From an optimization exercise on the open Yosys and OpenROAD flow, aimed at small area, a short achievable clock period and few clock cycles per item; shortcuts taken in it are not production practice. Only simulation tests tie the RTL to the original design; equivalence was not proved.

## flow/design.v (module list and top-level ports; edited modules follow where they fit)
// module gdd_date_unit: 106 lines
// module gdd_diff: 291 lines
// module gdd_fa: 4 lines
// module gdd_han: 4 lines
// module gdd_hnn: 4 lines
// module gdd_hmx: 4 lines
// module gdd_pg00: 4 lines
// module gdd_pg10: 4 lines
// module gdd_pg11: 4 lines
// module gdd_gn2t: 3 lines
// module gdd_pgn2t: 4 lines
// module gdd_gt2n: 3 lines
// module gdd_pgt2n: 4 lines
// module gregorian_date_difference_days: 400 lines
// module gdd_rdy: 3 lines
module gregorian_date_difference_days (
  input  logic        clk_i,
  input  logic        rst_ni,
  input  logic        s_axis_tvalid_i,
  output logic        s_axis_tready_o,
  input  logic [71:0] s_axis_tdata_i,
  output logic        m_axis_tvalid_o,
  input  logic        m_axis_tready_i,
  output logic [31:0] m_axis_tdata_o,
  output logic [0:0]  m_axis_tuser_o
);
  // ...
==> flow/flow/run.sh <==
#!/bin/bash
# The standard layout, with the port buffers made from the platform's
# smallest plain buffer instead of the delay buffer the flow picks, and
# without half-adder cells (their logic is left to the gate mapper); the
# platform's own don't-use cells stay excluded.
set -euo pipefail
export BUFFER_PORTS_ARGS="-buffer_cell sky130_fd_sc_hd__buf_1"
DU=" sky130_fd_sc_hd__probe_p_8 sky130_fd_sc_hd__probec_p_8 sky130_fd_sc_hd__lpflow_bleeder_1 sky130_fd_sc_hd__lpflow_clkbufkapwr_1 sky130_fd_sc_hd__lpflow_clkbufkapwr_16 sky130_fd_sc_hd__lpflow_clkbufkapwr_2 sky130_fd_sc_hd__lpflow_clkbufkapwr_4 sky130_fd_sc_hd__lpflow_clkbufkapwr_8 sky130_fd_sc_hd__lpflow_clkinvkapwr_1 sky130_fd_sc_hd__lpflow_clkinvkapwr_16 sky130_fd_sc_hd__lpflow_clkinvkapwr_2 sky130_fd_sc_hd__lpflow_clkinvkapwr_4 sky130_fd_sc_hd__lpflow_clkinvkapwr_8 sky130_fd_sc_hd__lpflow_decapkapwr_12 sky130_fd_sc_hd__lpflow_decapkapwr_3 sky130_fd_sc_hd__lpflow_decapkapwr_4 sky130_fd_sc_hd__lpflow_decapkapwr_6 sky130_fd_sc_hd__lpflow_decapkapwr_8 sky130_fd_sc_hd__lpflow_inputiso0n_1 sky130_fd_sc_hd__lpflow_inputiso0p_1 sky130_fd_sc_hd__lpflow_inputiso1n_1 sky130_fd_sc_hd__lpflow_inputiso1p_1 sky130_fd_sc_hd__lpflow_inputisolatch_1 sky130_fd_sc_hd__lpflow_isobufsrc_1 sky130_fd_sc_hd__lpflow_isobufsrc_16 sky130_fd_sc_hd__lpflow_isobufsrc_2 sky130_fd_sc_hd__lpflow_isobufsrc_4 sky130_fd_sc_hd__lpflow_isobufsrc_8 sky130_fd_sc_hd__lpflow_isobufsrckapwr_16 sky130_fd_sc_hd__lpflow_lsbuf_lh_hl_isowell_tap_1 sky130_fd_sc_hd__lpflow_lsbuf_lh_hl_isowell_tap_2 sky130_fd_sc_hd__lpflow_lsbuf_lh_hl_isowell_tap_4 sky130_fd_sc_hd__lpflow_lsbuf_lh_isowell_4 sky130_fd_sc_hd__lpflow_lsbuf_lh_isowell_tap_1 sky130_fd_sc_hd__lpflow_lsbuf_lh_isowell_tap_2 sky130_fd_sc_hd__lpflow_lsbuf_lh_isowell_tap_4 # # Define fill cells  sky130_fd_sc_hd__ha_1 sky130_fd_sc_hd__ha_2 sky130_fd_sc_hd__ha_4"
bash standard.sh "DONT_USE_CELLS=$DU" finish > standard.log 2>&1
==> flow/standard.sh <==
#!/bin/bash
# synth_recipe.tcl (not shown) runs the flow's synth.tcl, then flattens the netlist and writes it again
# the make line also repeats each setting of config.mk as NAME=value (left out here)
make -C /OpenROAD-flow-scripts/flow DESIGN_CONFIG=/design/flow/config.mk WORK_HOME=/design/flow/orfs CLKGATE_MAP_FILE= SYNTH_SCRIPT=/design/flow/synth_recipe.tcl "${@:-finish}"
==> flow/config.mk <==
export PLATFORM = sky130hd
export DESIGN_NAME = gregorian_date_difference_days
export DESIGN_NICKNAME = gregorian_date_difference_days
export VERILOG_FILES = /design/flow/design.v
export SDC_FILE = /design/flow/constraint.sdc
export NUM_CORES = 4
export LEC_CHECK = 0
export CAP_MARGIN = 20
export CORE_MARGIN = 2
export CORE_UTILIZATION = 50
export CTS_BUF_LIST = sky130_fd_sc_hd__clkbuf_4 sky130_fd_sc_hd__clkbuf_8
export SETUP_SLACK_MARGIN = 4.5
export SLEW_MARGIN = 20
export SYNTH_HIERARCHICAL = 1
export SYNTH_MINIMUM_KEEP_SIZE = 0
==> flow/constraint.sdc <==
create_clock -name core_clock -period 8.5 [get_ports {clk_i}]
set_input_delay 1.7000 -clock core_clock [delete_from_list [all_inputs] [get_ports {clk_i}]]
set_output_delay 1.7000 -clock core_clock [all_outputs]
set_load 0.01 [all_outputs]
==> results.sh, run 1 <==
export IMPL_max_freq_mhz=250
export IMPL_dp_cells=1871
export IMPL_setup_violations=0
export IMPL_fin_crit_sh=0.470
export IMPL_grt_pass1_vias=9999
export IMPL_fin_ws_ps=4510
export IMPL_crit_chain="buf_4 > fa_1 > fa_1 > fa_1 > fa_2 > xnor2_4 > nor2_4 > a21oi_4 > o21ai_4 > a21oi_2 > o21ai_1 > xnor2_1"
export IMPL_final_common_cell="edfxtp_1"
export IMPL_sh_seq_area=0.239
export IMPL_arrival_ps=4190
export IMPL_largest_reg_flops=26
export IMPL_antenna_found_initial=0
export IMPL_hold_viol_final=0
export IMPL_gr_usage_met3=0.0316
export IMPL_vias=10300
export IMPL_cp_buffers_inverters=1
export IMPL_coreArea_um2=27800
export IMPL_cts_made_buffers=17
export IMPL_multi_input_area_share=0.620
export IMPL_cts_repair_resized=34
export IMPL_cp_endpoint="days3[25]$_DFFE_PP_"
export IMPL_via_per_inst=5.18
export IMPL_fin_util=0.587
export IMPL_rr_worst_depth=12
export IMPL_grt_max_degree=76
export IMPL_cts_hold_buf=0
export IMPL_hp_class="flop to flop"
export IMPL_layout_cells_non_filler=1982
export IMPL_place_area_um2=14600
export IMPL_outcome="finished clean"
export IMPL_use_met2=0.379
Testbench counts, summed over its fixed seeds: cycles 12,024, items 12,000.
==> inputs of run 2 (changes only) <==
--- a/flow/config.mk
+++ b/flow/config.mk
@@ -9,7 +9,7 @@
 export CORE_MARGIN = 2
 export CORE_UTILIZATION = 50
 export CTS_BUF_LIST = sky130_fd_sc_hd__clkbuf_4 sky130_fd_sc_hd__clkbuf_8
-export SETUP_SLACK_MARGIN = 4.5
+export SETUP_SLACK_MARGIN = 4.2
 export SLEW_MARGIN = 20
 export SYNTH_HIERARCHICAL = 1
 export SYNTH_MINIMUM_KEEP_SIZE = 0
==> run 2 against run 1 <==
Still clean on timing, DRC and antenna. Critical path depth increased by 2. Die area unchanged. Cell area decreased by 6.3%. Sequential share of layout area increased by 1.6 points. Critical path type unchanged. Cell count decreased by 2.4%. Clock-buffer cell count unchanged. Global-route usage decreased by 0.54 points.
==> results.sh, run 2 <==
export IMPL_gp_congestion=0.894
export IMPL_fin_crit_ps=4150
export IMPL_path_class="flop to flop"
export IMPL_via_per_inst=5.13
export IMPL_final_common_cell="xnor2_1"
export IMPL_outcome="finished clean"
export IMPL_grt_pass1_wl_um=48800
export IMPL_vias=9936
export IMPL_drv_cap=0
export IMPL_cts_tree="yes"
export IMPL_drcViolationCount=0
export IMPL_top_register="days3"
export IMPL_cts_buffer_depth=2
export IMPL_fillers=2553
export IMPL_grt_pass1_vias=9739
export IMPL_diodes=0
export IMPL_crit_chain="buf_4 > fa_1 > or2_2 > xor2_1 > inv_1 > fa_1 > fa_1 > xnor2_1 > nor2_1 > a21oi_2 > inv_1 > a21oi_2 > o21ai_1 > xor2_1"
export IMPL_ioPinCount=111
export IMPL_crit_top_cell="fa_1"
export IMPL_max_freq_mhz=241
export IMPL_slowest_stage="edfxtp_1"
export IMPL_avgSynthCellArea_um2=9.75
export IMPL_die_y_um=172
export IMPL_crit_required_ps=8690
export IMPL_setup_tns_final_ps=0
export IMPL_clk_pin_slew_ps=100
export IMPL_cts_sinks=130
export IMPL_drv_slew=0
export IMPL_fin_crit_sh=0.489
export IMPL_grt_total_usage=0.213
export IMPL_hp_class="flop to flop"
export IMPL_start_util=0.508
export IMPL_rows=61
export IMPL_setup_violations=0
export IMPL_crit_fanout=5
export IMPL_relSlewSlack=0.380
export IMPL_synthToLayoutAreaGrowth_pct=8.28
export IMPL_dieArea_um2=29600
export IMPL_firstDrtPassIters=5
export IMPL_cpLargestDelayFamily="adder cells"
export IMPL_netlist_instances=1446
export IMPL_rsz0062_at_grt="true"
export IMPL_mostFrequentLayoutCells="xnor2_1 (130), xor2_1 (128), edfxtp_1 (127)"
export IMPL_drive_above_1_share=0.161
export IMPL_fin_skew_ps=18.7
export IMPL_globalRoute_totalOverflow=0
export IMPL_tightest_slew_ps=930
export IMPL_worstSkewPairLatency_ps=460
export IMPL_chipWidth_um=172
export IMPL_worst_hold_slack_ps=515
export IMPL_totalWireLength_um=30400
export IMPL_grt_max_degree=76
export IMPL_critPathLaunchType="flop"
export IMPL_h_tree_depth=4
export IMPL_worstSetupEndpointType="flop"
export IMPL_syn_area_um2=14100
export IMPL_final_nets=1741
export IMPL_cts_made_buffers=17
export IMPL_cpPeakStageDelay_ps=520
export IMPL_port_buffers=104
export IMPL_wl_per_cell_um=15.7
export IMPL_coreArea_um2=27800
export IMPL_hold_viol_final=0
export IMPL_drt_initial_drc_count=494
export IMPL_antenna_found_initial=0
export IMPL_cp_buffers_inverters=3
export IMPL_arrival_ps=4340
export IMPL_hpwlAfterDp_um=25000
export IMPL_largest_reg_flops=26
export IMPL_antenna_left=0
export IMPL_ys_warn_count=7
export IMPL_cts_root_buf="clkbuf_8"
-- run 2: per-stage QoR --
stage                     setup slack [ps]  std cells  instance area [µm²]  utilization
after floorplan                       4520       1453                14100            -
after global placement                4250       1871                14600        0.524
after detailed placement              4180       1871                14600        0.524
after CTS                             4200       1904                15000        0.539
after global routing                  4150       1935                15300        0.550
final                                 4350       1935                15300        0.550
-- run 2: worst register-to-register path: cells and delay by family, from the launching register on --
family,cells,cell delay (ps)
AOI/OAI and AO/OA,3,500
xor gates and xnor gates,3,610
adders and majority gates,3,1500
buffers and inverters,3,340
DFF,1,520
and+or+nand+nor,2,420
-- run 2: metal layers --
layer / share of wire / track usage / vias up / routed length (µm)
met5: 0 / 0 / - / 0
met4: 0.015 / 0.0512 / 0 / 450
met3: 0.036 / 0.0311 / 28 / 1090
met2: 0.49 / 0.364 / 217 / 14900
met1: 0.46 / 0.287 / 4702 / 14000
li1: - / - / 4989 / -
-- run 2: worst paths after layout --
kind	from	to	slack, ps	depth (start not counted)
hold / removal	v2_q$_DFFE_PN0P_	v3_q$_DFFE_PN0P_	510	1
min in group asynchronous	rst_ni	v3_q$_DFFE_PN0P_	1020	1
setup / recovery	ey1[10]$_DFFE_PP_	nqz2[7]$_DFFE_PP_	4350	14
hold reg to reg	v2_q$_DFFE_PN0P_	v3_q$_DFFE_PN0P_	510	1
setup reg to reg	ey1[10]$_DFFE_PP_	nqz2[7]$_DFFE_PP_	4350	14
max in group asynchronous	rst_ni	v2_q$_DFFE_PN0P_	7320	1
-- run 2: what timing repair did --
item	in CTS	in global routing
resized for setup	0	14
hold buffers	0	0
setup endpoints to repair	1	20
buffers inserted	1	31
-- run 2: area by class of cell --
cell class                 instances  area [µm²]  share of cell area
sequential                       130        3890               0.255
clock inverter                    15         161              0.0106
clock buffer                      17         234              0.0153
inverter                         115         432              0.0283
timing repair buffer             137         638              0.0418
multi-input combinational       1143        9450               0.618
tap                              378         473              0.0310
==> inputs of run 3 (changes only) <==
--- a/flow/config.mk
+++ b/flow/config.mk
@@ -9,7 +9,7 @@
 export CORE_MARGIN = 2
 export CORE_UTILIZATION = 50
 export CTS_BUF_LIST = sky130_fd_sc_hd__clkbuf_4 sky130_fd_sc_hd__clkbuf_8
-export SETUP_SLACK_MARGIN = 4.2
+export SETUP_SLACK_MARGIN = 4.0
 export SLEW_MARGIN = 20
 export SYNTH_HIERARCHICAL = 1
 export SYNTH_MINIMUM_KEEP_SIZE = 0
==> run 3 against run 2 <==
Critical path depth fell by 3. Register-to-register slack got worse by 140 ps. Maximum frequency decreased by 3.2%. Synthesized cell count unchanged. First-iteration DRC count rose by 13%. Global-route usage barely moved. Sequential share of layout area is 0.46 points higher. Largest cell class unchanged. Non-clock buffer count is 26 lower. Cell area decreased by 1.8%.
==> results.sh, run 3 <==
export IMPL_critPathLaunchType="flop"
export IMPL_vias=9806
export IMPL_drive_above_1_share=0.137
export IMPL_min_to="v3_q$_DFFE_PN0P_"
export IMPL_worstSkewPairLatency_ps=460
export IMPL_fillers=2576
export IMPL_final_common_cell="xnor2_1"
export IMPL_totalWireLength_um=29900
export IMPL_drt_initial_drc_count=556
export IMPL_antenna_left=0
export IMPL_grt_pass1_wl_um=48700
export IMPL_fin_crit_ps=4290
export IMPL_globalRoute_totalOverflow=0
export IMPL_largest_reg_flops=26
export IMPL_cts_made_buffers=17
export IMPL_grt_max_degree=76
export IMPL_cts_hold_buf=0
export IMPL_port_buffers=104
export IMPL_start_util=0.508
export IMPL_antenna_found_initial=0
export IMPL_tightest_slew_ps=917
export IMPL_path_class="flop to flop"
export IMPL_coreArea_um2=27800
export IMPL_drv_slew=0
export IMPL_mostFrequentLayoutCells="xnor2_1 (137), xor2_1 (128), edfxtp_1 (127)"
export IMPL_clk_pin_slew_ps=100
export IMPL_rr_worst_depth=11
export IMPL_crit_required_ps=8700
export IMPL_cpPeakStageDelay_ps=640
export IMPL_drcViolationCount=0
export IMPL_cts_root_buf="clkbuf_8"
export IMPL_cts_buffer_depth=2
export IMPL_ys_warn_count=7
export IMPL_rows=61
export IMPL_relSlewSlack=0.388
export IMPL_gp_congestion=0.894
export IMPL_hp_start="v2_q$_DFFE_PN0P_"
export IMPL_arrival_ps=4490
export IMPL_outcome="finished clean"
export IMPL_rr_startpoint="dy2[3]$_DFFE_PP_"
export IMPL_diodes=0
export IMPL_slowest_stage="fa_1"
export IMPL_firstDrtPassIters=5
export IMPL_hold_viol_final=0
export IMPL_grt_pass1_vias=9743
export IMPL_crit_chain="fa_1 > fa_1 > fa_1 > fa_1 > xnor2_1 > nor2_1 > nand2_1 > nor2_1 > nand2_1 > o21ai_1 > xnor2_1"
export IMPL_cts_tree="yes"
export IMPL_syn_area_um2=14100
export IMPL_drv_cap=0
export IMPL_rr_endpoint="days3[20]$_DFFE_PP_"
export IMPL_setup_tns_final_ps=0
export IMPL_crit_top_cell="fa_1"
export IMPL_chipWidth_um=172
export IMPL_rrSetupSlack_ps=4210
export IMPL_top_register="days3"
export IMPL_fin_crit_sh=0.505
export IMPL_synthToLayoutAreaGrowth_pct=6.34
export IMPL_crit_fanout=9
export IMPL_die_y_um=172
export IMPL_hp_class="flop to flop"
export IMPL_max_freq_mhz=233
export IMPL_ioPinCount=111
export IMPL_grt_total_usage=0.213
export IMPL_setup_violations=0
export IMPL_via_per_inst=5.14
export IMPL_hpwlAfterDp_um=25000
export IMPL_netlist_instances=1446
export IMPL_avgSynthCellArea_um2=9.75
export IMPL_h_tree_depth=4
export IMPL_dieArea_um2=29600
export IMPL_final_nets=1715
export IMPL_worstSetupEndpointType="flop"
export IMPL_wl_per_cell_um=15.7
export IMPL_rsz0062_at_grt="false"
export IMPL_fin_util=0.540
export IMPL_hold_path_cell_count=1
export IMPL_fin_skew_ps=19.1
export IMPL_cts_sinks=130
run 3: worst max-delay path, delay by kind of cell, from the launching register on:
family                     cells  cell delay [ps]
xor gates and xnor gates       2              330
DFF                            1              610
AOI/OAI and AO/OA              1              270
adders and majority gates      4             2070
and+or+nand+nor                4              760
run 3: cell type report:
type | count | area (µm²) | area share
clock buffers | 17 | 234 | 0.0156
inverters | 115 | 432 | 0.0288
flip-flops and latches | 130 | 3890 | 0.259
well taps | 378 | 473 | 0.0315
clock inverters | 15 | 161 | 0.0108
repair buffers | 111 | 443 | 0.0295
multi-input cells | 1143 | 9370 | 0.625
run 3: timing repair:
action / CTS / global route
setup endpoints to repair: 0 / 1
gates resized for setup: 0 / 0
buffers inserted: 0 / 6
run 3: how the worst max path moves through the flow:
| stage | start | end | slack (ps) |
|---|---|---|---|
| final | dy2[3]$_DFFE_PP_ | days3[20]$_DFFE_PP_ | 4210 |
| after detailed placement | s_axis_tdata_i[52] | sdoy1[7]$_DFFE_PP_ | 4180 |
| after global routing | ey1[7]$_DFFE_PP_ | nqz2[7]$_DFFE_PP_ | 4010 |
| after CTS | ey1[5]$_DFFE_PP_ | nqz2[7]$_DFFE_PP_ | 4200 |
| after global placement | ey1[5]$_DFFE_PP_ | nqz2[7]$_DFFE_PP_ | 4250 |
| after floorplan | dy2[2]$_DFFE_PP_ | days3[22]$_DFFE_PP_ | 4520 |
run 3: per-layer routing:
layer,wire [µm],vias to the layer above,GRT usage,share of wire
li1,-,4937,-,-
met1,13800,4629,0.286,0.46
met2,14600,212,0.363,0.49
met3,1070,28,0.0311,0.036
met4,461,0,0.0526,0.015
met5,0,-,0,0
run 3: stage by stage:
| step | hold WS, ps | instances | setup WS [ps] | cell area [µm²] |
|---|---|---|---|---|
| after floorplan | 400 | 1453 | 4520 | 14100 |
| after detailed placement | 494 | 1871 | 4180 | 14600 |
| final | 516 | 1909 | 4210 | 15000 |
| after CTS | 514 | 1903 | 4200 | 15000 |
| after global placement | 489 | 1871 | 4250 | 14600 |
| after global routing | 545 | 1909 | 4010 | 15000 |
==> inputs of run 4 (changes only) <==
--- a/flow/config.mk
+++ b/flow/config.mk
@@ -9,7 +9,6 @@
 export CORE_MARGIN = 2
 export CORE_UTILIZATION = 50
 export CTS_BUF_LIST = sky130_fd_sc_hd__clkbuf_4 sky130_fd_sc_hd__clkbuf_8
-export SETUP_SLACK_MARGIN = 4.0
 export SLEW_MARGIN = 20
 export SYNTH_HIERARCHICAL = 1
 export SYNTH_MINIMUM_KEEP_SIZE = 0
==> run 4 against run 3 <==
Clock skew increased by 1.1 ps. Worst hold slack worse by 6.5 ps. Core utilization decreased by 0.081 points. Maximum frequency grew 0.51%. Critical path type unchanged. Critical endpoint is now nqz2[7]$_DFFE_PP_.
==> results.sh, run 4 <==
export IMPL_outcome="finished clean"
export IMPL_min_to="v2_q$_DFFE_PN0P_"
export IMPL_antenna_left=0
export IMPL_via_per_inst=5.16
export IMPL_diodes=0
export IMPL_globalRoute_totalOverflow=0
export IMPL_cts_root_buf="clkbuf_8"
export IMPL_syn_area_um2=14100
export IMPL_avgSynthCellArea_um2=9.75
export IMPL_crit_required_ps=8680
export IMPL_cts_setup_buffers=0
export IMPL_cts_sinks=130
export IMPL_cts_buffer_depth=2
export IMPL_grt_pass1_wl_um=48300
export IMPL_critPathLaunchType="flop"
export IMPL_place_ws_ps=4190
export IMPL_drive_above_1_share=0.134
export IMPL_clk_pin_slew_ps=100
export IMPL_rows=61
export IMPL_h_tree_depth=4
export IMPL_setup_tns_final_ps=0
export IMPL_setup_violations=0
export IMPL_hpwlAfterDp_um=24900
export IMPL_fin_skew_ps=20.2
export IMPL_coreArea_um2=27800
export IMPL_ys_warn_count=7
export IMPL_rr_endpoint="nqz2[7]$_DFFE_PP_"
export IMPL_netlist_instances=1446
export IMPL_hold_path_cell_count=1
export IMPL_cts_made_buffers=17
export IMPL_hp_start="v1_q$_DFFE_PN0P_"
export IMPL_path_class="flop to flop"
export IMPL_largest_reg_flops=26
export IMPL_layout_cells_non_filler=1904
export IMPL_worstSkewPairLatency_ps=460
export IMPL_start_util=0.508
export IMPL_antenna_found_initial=0
export IMPL_crit_fanout=7
export IMPL_rr_startpoint="ey1[10]$_DFFE_PP_"
export IMPL_final_nets=1710
export IMPL_grt_max_degree=55
export IMPL_chipWidth_um=172
export IMPL_vias=9818
export IMPL_fin_util=0.539
export IMPL_crit_start="ey1[10]$_DFFE_PP_"
export IMPL_worstSetupEndpointType="flop"
export IMPL_tightest_slew_ps=783
export IMPL_final_common_cell="xnor2_1"
export IMPL_mostFrequentLayoutCells="xnor2_1 (137), xor2_1 (128), edfxtp_1 (127)"
export IMPL_port_buffers=104
export IMPL_cts_repair_resized=0
export IMPL_drcViolationCount=0
export IMPL_grt_total_usage=0.212
export IMPL_cts_hold_buf=0
export IMPL_max_freq_mhz=234
export IMPL_totalWireLength_um=29700
export IMPL_die_y_um=172
export IMPL_hold_viol_final=0
export IMPL_firstDrtPassIters=7
export IMPL_relSlewSlack=0.478
export IMPL_arrival_ps=4450
export IMPL_ioPinCount=111
export IMPL_cts_tree="yes"
export IMPL_top_register="days3"
export IMPL_worst_hold_slack_ps=510
export IMPL_wl_per_cell_um=15.6
export IMPL_fin_ws_ps=4230
export IMPL_fin_crit_sh=0.502
export IMPL_drv_slew=0
export IMPL_fin_crit_ps=4270
export IMPL_rr_worst_depth=17
export IMPL_fillers=2575
export IMPL_drv_cap=0
export IMPL_synthToLayoutAreaGrowth_pct=6.18
export IMPL_dp_cells=1872
export IMPL_rrSetupSlack_ps=4230
export IMPL_rsz0062_at_grt="false"
export IMPL_grt_pass1_vias=9654
export IMPL_gp_congestion=0.921
export IMPL_hp_class="flop to flop"
export IMPL_dieArea_um2=29600
export IMPL_drt_initial_drc_count=588
==> run 4: final cells by class <==
type                       count  area (µm²)  share of cell area
sequential                   130        3890               0.260
clock buffer                  17         234              0.0156
multi-input combinational   1143        9370               0.625
clock inverter                15         176              0.0118
timing repair buffer         106         405              0.0271
tap                          378         473              0.0316
inverter                     115         432              0.0288
==> run 4: how the worst max path moves through the flow <==
stage	slack, ps	to	cells past startpoint
floorplan	3000	v1_q$_DFFE_PN0P_	2
global placement	4230	sdoy1[7]$_DFFE_PP_	13
detailed placement	4190	sdoy1[7]$_DFFE_PP_	13
CTS	4210	nqz2[7]$_DFFE_PP_	17
global route	3890	nqz2[7]$_DFFE_PP_	17
finish	4230	nqz2[7]$_DFFE_PP_	17
==> run 4: worst max-delay path, stage by stage (launching register included) <==
cell and delay, ps:
edfxtp_1 590, fa_1 560, inv_1 50, fa_1 460, xor2_1 230, nor2_1 210
nand2_1 80, o21ai_1 250, inv_1 90, o21ai_1 210, xor2_1 230, or2_1 160
o21ai_1 130, a21oi_2 240, inv_1 80, a21oi_2 160, o21ai_1 100, xor2_1 170
==> run 4: per-layer routing <==
layer / vias to the layer above / routed length [µm] / global-route usage
li1: 4914 / - / -
met1: 4667 / 14000 / 0.287
met2: 208 / 14300 / 0.359
met3: 29 / 914 / 0.0291
met4: 0 / 472 / 0.0541
met5: - / 0 / 0
==> run 4: per-stage QoR <==
stage               area, µm²
global route            15000
floorplan               14100
detailed placement      14600
finish                  15000
CTS                     15000
global placement        14600
==> inputs of run 5 (changes only) <==
--- a/flow/config.mk
+++ b/flow/config.mk
@@ -9,6 +9,7 @@
 export CORE_MARGIN = 2
 export CORE_UTILIZATION = 50
 export CTS_BUF_LIST = sky130_fd_sc_hd__clkbuf_4 sky130_fd_sc_hd__clkbuf_8
+export SETUP_SLACK_MARGIN = 4.35
 export SLEW_MARGIN = 20
 export SYNTH_HIERARCHICAL = 1
 export SYNTH_MINIMUM_KEEP_SIZE = 0
==> run 5 against run 4 <==
Die area did not move. Via count up 1.8%. Global-route usage rose by 0.33 points. Non-clock buffer count increased by 42. Clock-buffer cell count unchanged. Worst hold slack improved by 5.4 ps.
==> results.sh, run 5 <==
export IMPL_firstDrtPassIters=5
export IMPL_diodes=0
export IMPL_rr_worst_depth=11
export IMPL_start_util=0.508
export IMPL_outcome="finished clean"
export IMPL_min_to="v3_q$_DFFE_PN0P_"
export IMPL_final_common_cell="edfxtp_1"
export IMPL_relSlewSlack=0.382
export IMPL_h_tree_depth=4
export IMPL_rows=61
export IMPL_drive_above_1_share=0.186
export IMPL_ioPinCount=111
export IMPL_drcViolationCount=0
export IMPL_totalWireLength_um=30700
export IMPL_arrival_ps=4250
export IMPL_fin_skew_ps=18.3
export IMPL_cts_root_buf="clkbuf_8"
export IMPL_hp_class="flop to flop"
export IMPL_tightest_slew_ps=926
export IMPL_vias=9999
export IMPL_cts_buffer_depth=2
export IMPL_drv_slew=0
export IMPL_seq_area_um2=3890
export IMPL_rr_startpoint="dy2[7]$_DFFE_PP_"
export IMPL_antenna_found_initial=0
export IMPL_hold_path_cell_count=1
export IMPL_port_buffers=104
export IMPL_grt_total_usage=0.215
export IMPL_cts_tree="yes"
export IMPL_worst_hold_slack_ps=515
export IMPL_top_register="days3"
export IMPL_mostFrequentLayoutCells="edfxtp_1 (127), xor2_1 (125), xnor2_1 (122)"
export IMPL_hpwlAfterDp_um=25000
export IMPL_max_freq_mhz=246
export IMPL_hp_start="v2_q$_DFFE_PN0P_"
export IMPL_fin_crit_sh=0.479
export IMPL_path_class="flop to flop"
export IMPL_grt_pass1_vias=9835
export IMPL_grt_max_degree=76
export IMPL_setup_tns_final_ps=0
export IMPL_multi_input_area_um2=9580
export IMPL_slowest_stage="edfxtp_1"
export IMPL_critPathLaunchType="flop"
export IMPL_crit_required_ps=8690
export IMPL_fin_crit_ps=4070
export IMPL_drt_initial_drc_count=505
export IMPL_antenna_left=0
export IMPL_hold_viol_final=0
export IMPL_largest_reg_flops=26
export IMPL_ys_warn_count=7
export IMPL_cts_made_buffers=17
export IMPL_globalRoute_totalOverflow=0
export IMPL_rrSetupSlack_ps=4430
export IMPL_crit_fanout=7
export IMPL_cpPeakStageDelay_ps=570
export IMPL_coreArea_um2=27800
export IMPL_netlist_instances=1446
export IMPL_gp_congestion=0.894
export IMPL_via_per_inst=5.14
export IMPL_rsz0062_at_grt="true"
export IMPL_crit_chain="fa_1 > fa_1 > fa_1 > fa_1 > xnor2_2 > nor2_1 > nand2_1 > nor2_1 > nand2_1 > o21ai_1 > xnor2_1"
export IMPL_clk_pin_slew_ps=100
export IMPL_fillers=2531
export IMPL_synthToLayoutAreaGrowth_pct=9.83
export IMPL_die_y_um=172
export IMPL_dieArea_um2=29600
export IMPL_worstSetupEndpointType="flop"
export IMPL_rr_endpoint="days3[17]$_DFFE_PP_"
export IMPL_avgSynthCellArea_um2=9.75
export IMPL_wl_per_cell_um=15.8
export IMPL_grt_pass1_wl_um=49300
export IMPL_crit_top_cell="fa_1"
export IMPL_drv_cap=0
export IMPL_chipWidth_um=172
export IMPL_syn_area_um2=14100
export IMPL_worstSkewPairLatency_ps=460
export IMPL_cts_sinks=130
export IMPL_final_nets=1752
export IMPL_setup_violations=0
[run 5: changes by cell type in the layout (fill, tap and decap cells not counted), moves of 2 or more]
cell,change
nor2_2,+18
xnor2_1,-15
o21ai_1,-9
bufinv_16,-2
xnor2_2,+15
clkinv_8,+2
xor2_2,+3
xor2_1,-3
nor2_1,-18
buf_4,+42
o21ai_2,+9
inv_8,+3
[run 5: worst max-delay path, delay by kind of cell (launching register included)]
kind | cells | cell delay (ps)
AO/OA/AOI/OAI | 1 | 160
XOR/XNOR | 2 | 340
adder cells (fa/ha/maj) | 4 | 1970
flip-flops | 1 | 570
AND/OR/NAND/NOR | 4 | 760
[run 5: worst max-delay path by stage]
stage                            start             endpoint  depth (start not counted)
floorplan             dy2[2]$_DFFE_PP_  days3[22]$_DFFE_PP_                         12
global placement      ey1[5]$_DFFE_PP_    nqz2[7]$_DFFE_PP_                         17
detailed placement  s_axis_tdata_i[52]   sdoy1[7]$_DFFE_PP_                         13
CTS                   dy2[4]$_DFFE_PP_  days3[17]$_DFFE_PP_                         11
global route          sy1[7]$_DFFE_PP_    nqz2[7]$_DFFE_PP_                         16
finish                dy2[7]$_DFFE_PP_  days3[17]$_DFFE_PP_                         11
[run 5: metal layers]
| metal | up-vias | part of all wire | wire (µm) | global-route usage |
|---|---|---|---|---|
| met2 | 223 | 0.50 | 15200 | 0.369 |
| met5 | - | 0 | 0 | 0 |
| met4 | 0 | 0.014 | 439 | 0.0512 |
| met1 | 4742 | 0.46 | 14100 | 0.288 |
| li1 | 5006 | - | - | - |
| met3 | 28 | 0.032 | 992 | 0.0314 |
[run 5: final cells by class]
| class | count | area share |
|---|---|---|
| clock inverter | 15 | 0.0104 |
| timing repair buffer | 148 | 0.0465 |
| clock buffer | 17 | 0.0151 |
| tap | 378 | 0.0305 |
| inverter | 115 | 0.0279 |
| multi-input combinational | 1143 | 0.619 |
| sequential | 130 | 0.251 |
[run 5: through the flow]
step	util	cells	setup WS (ps)	instance area, µm²
after floorplan	-	1453	4520	14100
after global placement	0.524	1871	4250	14600
after detailed placement	0.524	1871	4180	14600
after CTS	0.544	1920	4360	15100
after global routing	0.558	1946	4270	15500
final	0.558	1946	4430	15500
[run 5: timing repair]
action	in CTS	in global routing
endpoints found under the setup margin	13	27
gates resized for setup	4	41
pin swaps	0	3
hold buffers	0	0
setup buffers	17	26
==> inputs of run 6 (changes only) <==
--- a/flow/config.mk
+++ b/flow/config.mk
@@ -9,6 +9,7 @@
 export CORE_MARGIN = 2
 export CORE_UTILIZATION = 50
 export CTS_BUF_LIST = sky130_fd_sc_hd__clkbuf_4 sky130_fd_sc_hd__clkbuf_8
+export PLACE_DENSITY = 0.8
 export SETUP_SLACK_MARGIN = 4.35
 export SLEW_MARGIN = 20
 export SYNTH_HIERARCHICAL = 1
==> run 6 against run 5 <==
Cell area rose by 0.99%. Worst setup slack improved by 1.1 ps. Clock-buffer cell count did not move. Sequential share of layout area fell by 0.25 points. Maximum frequency barely moved. Largest cell class unchanged.
==> results.sh, run 6 <==
export IMPL_grt_pass1_vias=10500
export IMPL_outcome="finished clean"
export IMPL_coreArea_um2=27800
export IMPL_hp_class="flop to flop"
export IMPL_worstSkewPairLatency_ps=480
export IMPL_die_y_um=172
export IMPL_h_tree_depth=4
export IMPL_grt_total_usage=0.210
export IMPL_tightest_slew_ps=772
export IMPL_final_common_cell="edfxtp_1"
export IMPL_cts_root_buf="clkbuf_8"
export IMPL_path_class="flop to flop"
export IMPL_wl_per_cell_um=15.8
export IMPL_top_register="days3"
export IMPL_setup_tns_final_ps=0
export IMPL_worstSetupEndpointType="flop"
export IMPL_grt_pass1_wl_um=49000
export IMPL_cpPeakStageDelay_ps=550
export IMPL_firstDrtPassIters=5
export IMPL_netlist_instances=1446
export IMPL_relSlewSlack=0.485
export IMPL_antenna_found_initial=0
export IMPL_rsz0062_at_grt="true"
export IMPL_fin_crit_ps=4070
export IMPL_slowest_stage="fa_1"
export IMPL_fin_crit_sh=0.479
export IMPL_via_per_inst=5.36
export IMPL_cts_sinks=130
export IMPL_grt_max_degree=81
export IMPL_hpwlAfterDp_um=24100
export IMPL_drive_above_1_share=0.193
export IMPL_vias=10500
export IMPL_synthToLayoutAreaGrowth_pct=10.9
export IMPL_avgSynthCellArea_um2=9.75
export IMPL_syn_area_um2=14100
export IMPL_drcViolationCount=0
export IMPL_max_freq_mhz=246
export IMPL_cts_buffer_depth=2
export IMPL_clk_pin_slew_ps=80
export IMPL_globalRoute_totalOverflow=0
export IMPL_final_nets=1761
export IMPL_chipWidth_um=172
export IMPL_arrival_ps=4280
export IMPL_drv_slew=0
export IMPL_fin_ws_ps=4430
export IMPL_largest_reg_flops=26
export IMPL_antenna_left=0
export IMPL_place_ws_ps=4160
export IMPL_cts_made_buffers=17
export IMPL_crit_top_cell="fa_1"
export IMPL_gp_congestion=0.959
export IMPL_critPathLaunchType="flop"
export IMPL_totalWireLength_um=30900
export IMPL_start_util=0.508
export IMPL_port_buffers=104
export IMPL_crit_chain="buf_4 > fa_1 > fa_1 > fa_1 > fa_1 > xnor2_4 > nor2_2 > nand2_1 > o21ai_2 > inv_1 > o21ai_1 > xnor2_1"
export IMPL_setup_violations=0
export IMPL_ys_warn_count=7
export IMPL_dieArea_um2=29600
export IMPL_worst_hold_slack_ps=437
export IMPL_ioPinCount=111
export IMPL_fin_skew_ps=25.2
export IMPL_cts_tree="yes"
export IMPL_crit_fanout=4
export IMPL_crit_required_ps=8710
export IMPL_drt_initial_drc_count=736
export IMPL_rows=61
export IMPL_mostFrequentLayoutCells="edfxtp_1 (127), xor2_1 (124), fa_1 (119)"
export IMPL_drv_cap=0
export IMPL_diodes=0
export IMPL_hold_viol_final=0
run 6: final cells by class:
| class | count | area [µm²] |
|---|---|---|
| flip-flops and latches | 130 | 3890 |
| multi-input cells | 1143 | 9670 |
| inverters | 115 | 432 |
| well taps | 378 | 473 |
| clock inverters | 15 | 135 |
| repair buffers | 157 | 808 |
| fillers | 2375 | 12100 |
| clock buffers | 17 | 234 |
run 6: what timing repair did:
item / CTS / global route
hold buffers: 0 / 0
pin swaps: 0 / 8
setup buffers: 15 / 36
gates resized for setup: 7 / 49
setup endpoints to repair: 13 / 26
run 6: stage by stage:
stage	utilization	std cells	cell area, µm²
6_report	0.563	1955	15600
5_1_grt	0.563	1955	15600
4_1_cts	0.543	1918	15100
3_5_place_dp	0.524	1871	14600
3_3_place_gp	0.524	1871	14600
2_1_floorplan	-	1453	14100
run 6: worst paths after layout:
kind,startpoint,endpoint,slack (ps),depth (start not counted)
min in group asynchronous,rst_ni,v1_q$_DFFE_PN0P_,1040,1
max in group asynchronous,rst_ni,v2_q$_DFFE_PN0P_,7300,1
hold / removal,ok2$_DFFE_PP_,ok3$_DFFE_PP_,440,0
hold reg to reg,ok2$_DFFE_PP_,ok3$_DFFE_PP_,440,0
setup / recovery,dy2[1]$_DFFE_PP_,days3[24]$_DFFE_PP_,4430,12
setup reg to reg,dy2[1]$_DFFE_PP_,days3[24]$_DFFE_PP_,4430,12
run 6: worst max-delay path, delay by kind of cell, from the launching register on:
family | cells | cell delay [ps]
AND/OR/NAND/NOR | 2 | 320
AO/OA/AOI/OAI | 2 | 430
flip-flops | 1 | 440
adder cells (fa/ha/maj) | 4 | 2050
XOR/XNOR | 2 | 300
buffers and inverters | 2 | 270
run 6: per-layer routing:
layer | global-route usage | share of wire
met2 | 0.363 | 0.50
met1 | 0.256 | 0.42
met4 | 0.0859 | 0.030
met5 | 0 | 0
met3 | 0.0426 | 0.051
==> inputs of run 7 (changes only) <==
--- a/flow/config.mk
+++ b/flow/config.mk
@@ -7,9 +7,9 @@
 export LEC_CHECK = 0
 export CAP_MARGIN = 20
 export CORE_MARGIN = 2
-export CORE_UTILIZATION = 50
+export CORE_UTILIZATION = 65
 export CTS_BUF_LIST = sky130_fd_sc_hd__clkbuf_4 sky130_fd_sc_hd__clkbuf_8
-export PLACE_DENSITY = 0.8
+export PLACE_DENSITY = 0.75
 export SETUP_SLACK_MARGIN = 4.35
 export SLEW_MARGIN = 20
 export SYNTH_HIERARCHICAL = 1
==> run 7 against run 6 <==
Still clean. Critical path depth did not move. First-iteration DRC count down 41%. Core utilization is 17 points higher. Cell area decreased by 0.82%. Synthesized cell count is the same. Cell count decreased by 5.5%. Maximum frequency increased by 0.15%. Wire length rose by 0.16%. Critical path type unchanged.
==> results.sh, run 7 <==
export IMPL_outcome="finished clean"
export IMPL_rsz0062_at_grt="true"
export IMPL_crit_chain="buf_4 > fa_1 > fa_1 > fa_1 > fa_1 > xnor2_2 > nor2_2 > nand2_1 > nor2_1 > nand2_1 > o21ai_1 > xnor2_1"
export IMPL_gp_congestion=0.904
export IMPL_diodes=0
export IMPL_ioPinCount=111
export IMPL_gr_max_usage_layer="met2"
export IMPL_globalRoute_totalOverflow=0
export IMPL_slowest_stage="fa_1"
export IMPL_avgSynthCellArea_um2=9.75
export IMPL_drt_initial_drc_count=432
export IMPL_grt_total_usage=0.278
export IMPL_critPathLaunchType="flop"
export IMPL_via_per_inst=5.61
export IMPL_fin_skew_ps=17.2
export IMPL_tightest_slew_ps=849
export IMPL_crit_required_ps=8710
export IMPL_gr_usage_met3=0.0413
export IMPL_fin_crit_ps=4060
export IMPL_port_buffers=104
export IMPL_fillers=1623
export IMPL_cts_tree="yes"
export IMPL_cp_buffers_inverters=1
export IMPL_use_met1=0.358
export IMPL_cpPeakStageDelay_ps=570
export IMPL_setup_violations=0
export IMPL_fin_crit_sh=0.478
export IMPL_ys_warn_count=7
export IMPL_grt_pass1_wl_um=49200
export IMPL_use_met2=0.472
export IMPL_antenna_left=0
export IMPL_rows=53
export IMPL_drcViolationCount=0
export IMPL_multi_input_area_um2=9640
export IMPL_grt_pass1_vias=10300
export IMPL_firstDrtPassIters=5
export IMPL_final_nets=1756
export IMPL_cts_hold_buf=0
export IMPL_crit_top_cell="fa_1"
export IMPL_synthToLayoutAreaGrowth_pct=10.0
export IMPL_grt_max_degree=72
export IMPL_worstSkewPairLatency_ps=470
export IMPL_hold_viol_final=0
export IMPL_start_util=0.667
export IMPL_netlist_instances=1446
export IMPL_cts_made_buffers=17
export IMPL_drv_slew=0
export IMPL_cts_sinks=130
export IMPL_cts_root_buf="clkbuf_8"
export IMPL_drive_above_1_share=0.192
export IMPL_antenna_found_initial=0
export IMPL_drv_cap=0
export IMPL_syn_area_um2=14100
export IMPL_vias=10400
export IMPL_hp_class="flop to flop"
export IMPL_max_freq_mhz=246
export IMPL_largest_reg_flops=26
export IMPL_cts_buffer_depth=2
export IMPL_dieArea_um2=22900
export IMPL_mostFrequentLayoutCells="edfxtp_1 (127), xor2_1 (124), fa_1 (120)"
export IMPL_h_tree_depth=4
export IMPL_arrival_ps=4270
export IMPL_wl_per_cell_um=16.8
export IMPL_coreArea_um2=21200
export IMPL_cpLargestDelayFamily="adder cells"
export IMPL_seq_area_um2=3890
export IMPL_final_common_cell="edfxtp_1"
export IMPL_chipWidth_um=151
export IMPL_relSlewSlack=0.434
export IMPL_path_class="flop to flop"
export IMPL_hpwlAfterDp_um=24300
export IMPL_setup_tns_final_ps=0
export IMPL_worstSetupEndpointType="flop"
export IMPL_clk_pin_slew_ps=90
export IMPL_crit_fanout=6
export IMPL_die_y_um=151
export IMPL_top_register="days3"
export IMPL_totalWireLength_um=31000
[run 7: changes by cell type in the layout (fill, tap and decap cells not counted), moves of 2 or more]
cell       change
buf_4          -4
bufinv_16      +3
clkinv_1       -2
clkinv_4       -2
xnor2_2        +3
xnor2_4        -3
[run 7: path summary, 6_finish.rpt]
check / start / end / slack, ps / depth (start not counted)
hold reg to reg: ok2$_DFFE_PP_ / ok3$_DFFE_PP_ / 450 / 0
max in group asynchronous: rst_ni / v1_q$_DFFE_PN0P_ / 7320 / 1
setup / recovery: dy2[7]$_DFFE_PP_ / days3[18]$_DFFE_PP_ / 4440 / 12
hold / removal: ok2$_DFFE_PP_ / ok3$_DFFE_PP_ / 450 / 0
min in group asynchronous: rst_ni / v2_q$_DFFE_PN0P_ / 1020 / 1
setup reg to reg: dy2[7]$_DFFE_PP_ / days3[18]$_DFFE_PP_ / 4440 / 12
[run 7: stage by stage]
step                cell area (µm²)   util  hold WS, ps  setup WS [ps]  instances
finish                        15500  0.733          454           4440       1847
global route                  15500  0.733          466           4300       1847
CTS                           15000  0.711          465           4340       1814
floorplan                     14100      -          400           4520       1453
global placement              14400  0.682          420           4220       1768
detailed placement            14400  0.682          445           4100       1768
[run 7: area by class of cell]
type                            instances  share of cell area
Multi-Input combinational cell       1143               0.622
Sequential cell                       130               0.251
Timing Repair Buffer                  152              0.0485
Inverter                              115              0.0278
Tap cell                              275              0.0222
Clock buffer                           19              0.0165
Clock inverter                         13              0.0128
[run 7: routing by layer]
| layer | share of wire | vias up |
|---|---|---|
| met3 | 0.046 | 67 |
| met4 | 0.037 | 0 |
| met1 | 0.42 | 4975 |
| met2 | 0.49 | 311 |
| li1 | - | 5009 |
| met5 | 0 | - |
[run 7: timing repair]
action / in CTS / in global routing
pin swaps: 0 / 6
gates resized for setup: 7 / 47
endpoints found under the setup margin: 12 / 26
setup buffers: 14 / 33

==> what the ideal ports hide <==
In the flow no input, the clock included, has a driving cell. The finished layouts below were timed again as built, in two steps.
Step 1 sets driving cells, clkbuf_16 on the clock port and buf_2 on the other inputs (assumed; they add their load-dependent delay and slew).
Step 2 moves the port delays by t, midway between the first and last clock arrival at a register: inputs arrive t later, outputs are due t later. That takes back most of the time a late clock gives input paths.
a / b / c = ideal ports / drivers / drivers and shift; a / b = the first two.
run	t, ns	setup WS [ns]	latest minus earliest clock arrival (ns)	worst slew at a driven data input, ns
run 1	0.494	4.506 / 4.506 / 4.301	0.019 / 0.020	0.04
run 2	0.491	4.347 / 4.347 / 4.164	0.019 / 0.018	0.04
run 3	0.493	4.209 / 4.209 / 4.169	0.019 / 0.020	0.04
run 4	0.494	4.231 / 4.231 / 4.147	0.021 / 0.020	0.04
run 5	0.492	4.431 / 4.431 / 4.145	0.019 / 0.018	0.04
run 6	0.506	4.433 / 4.433 / 4.148	0.025 / 0.026	0.04
run 7	0.504	4.439 / 4.439 / 4.081	0.017 / 0.017	0.03
After both steps every run listed still meets setup and hold. For run 7, which loses most, drivers alone change the setup slack by 0.000 ns; drivers and shift together by -0.358 ns.
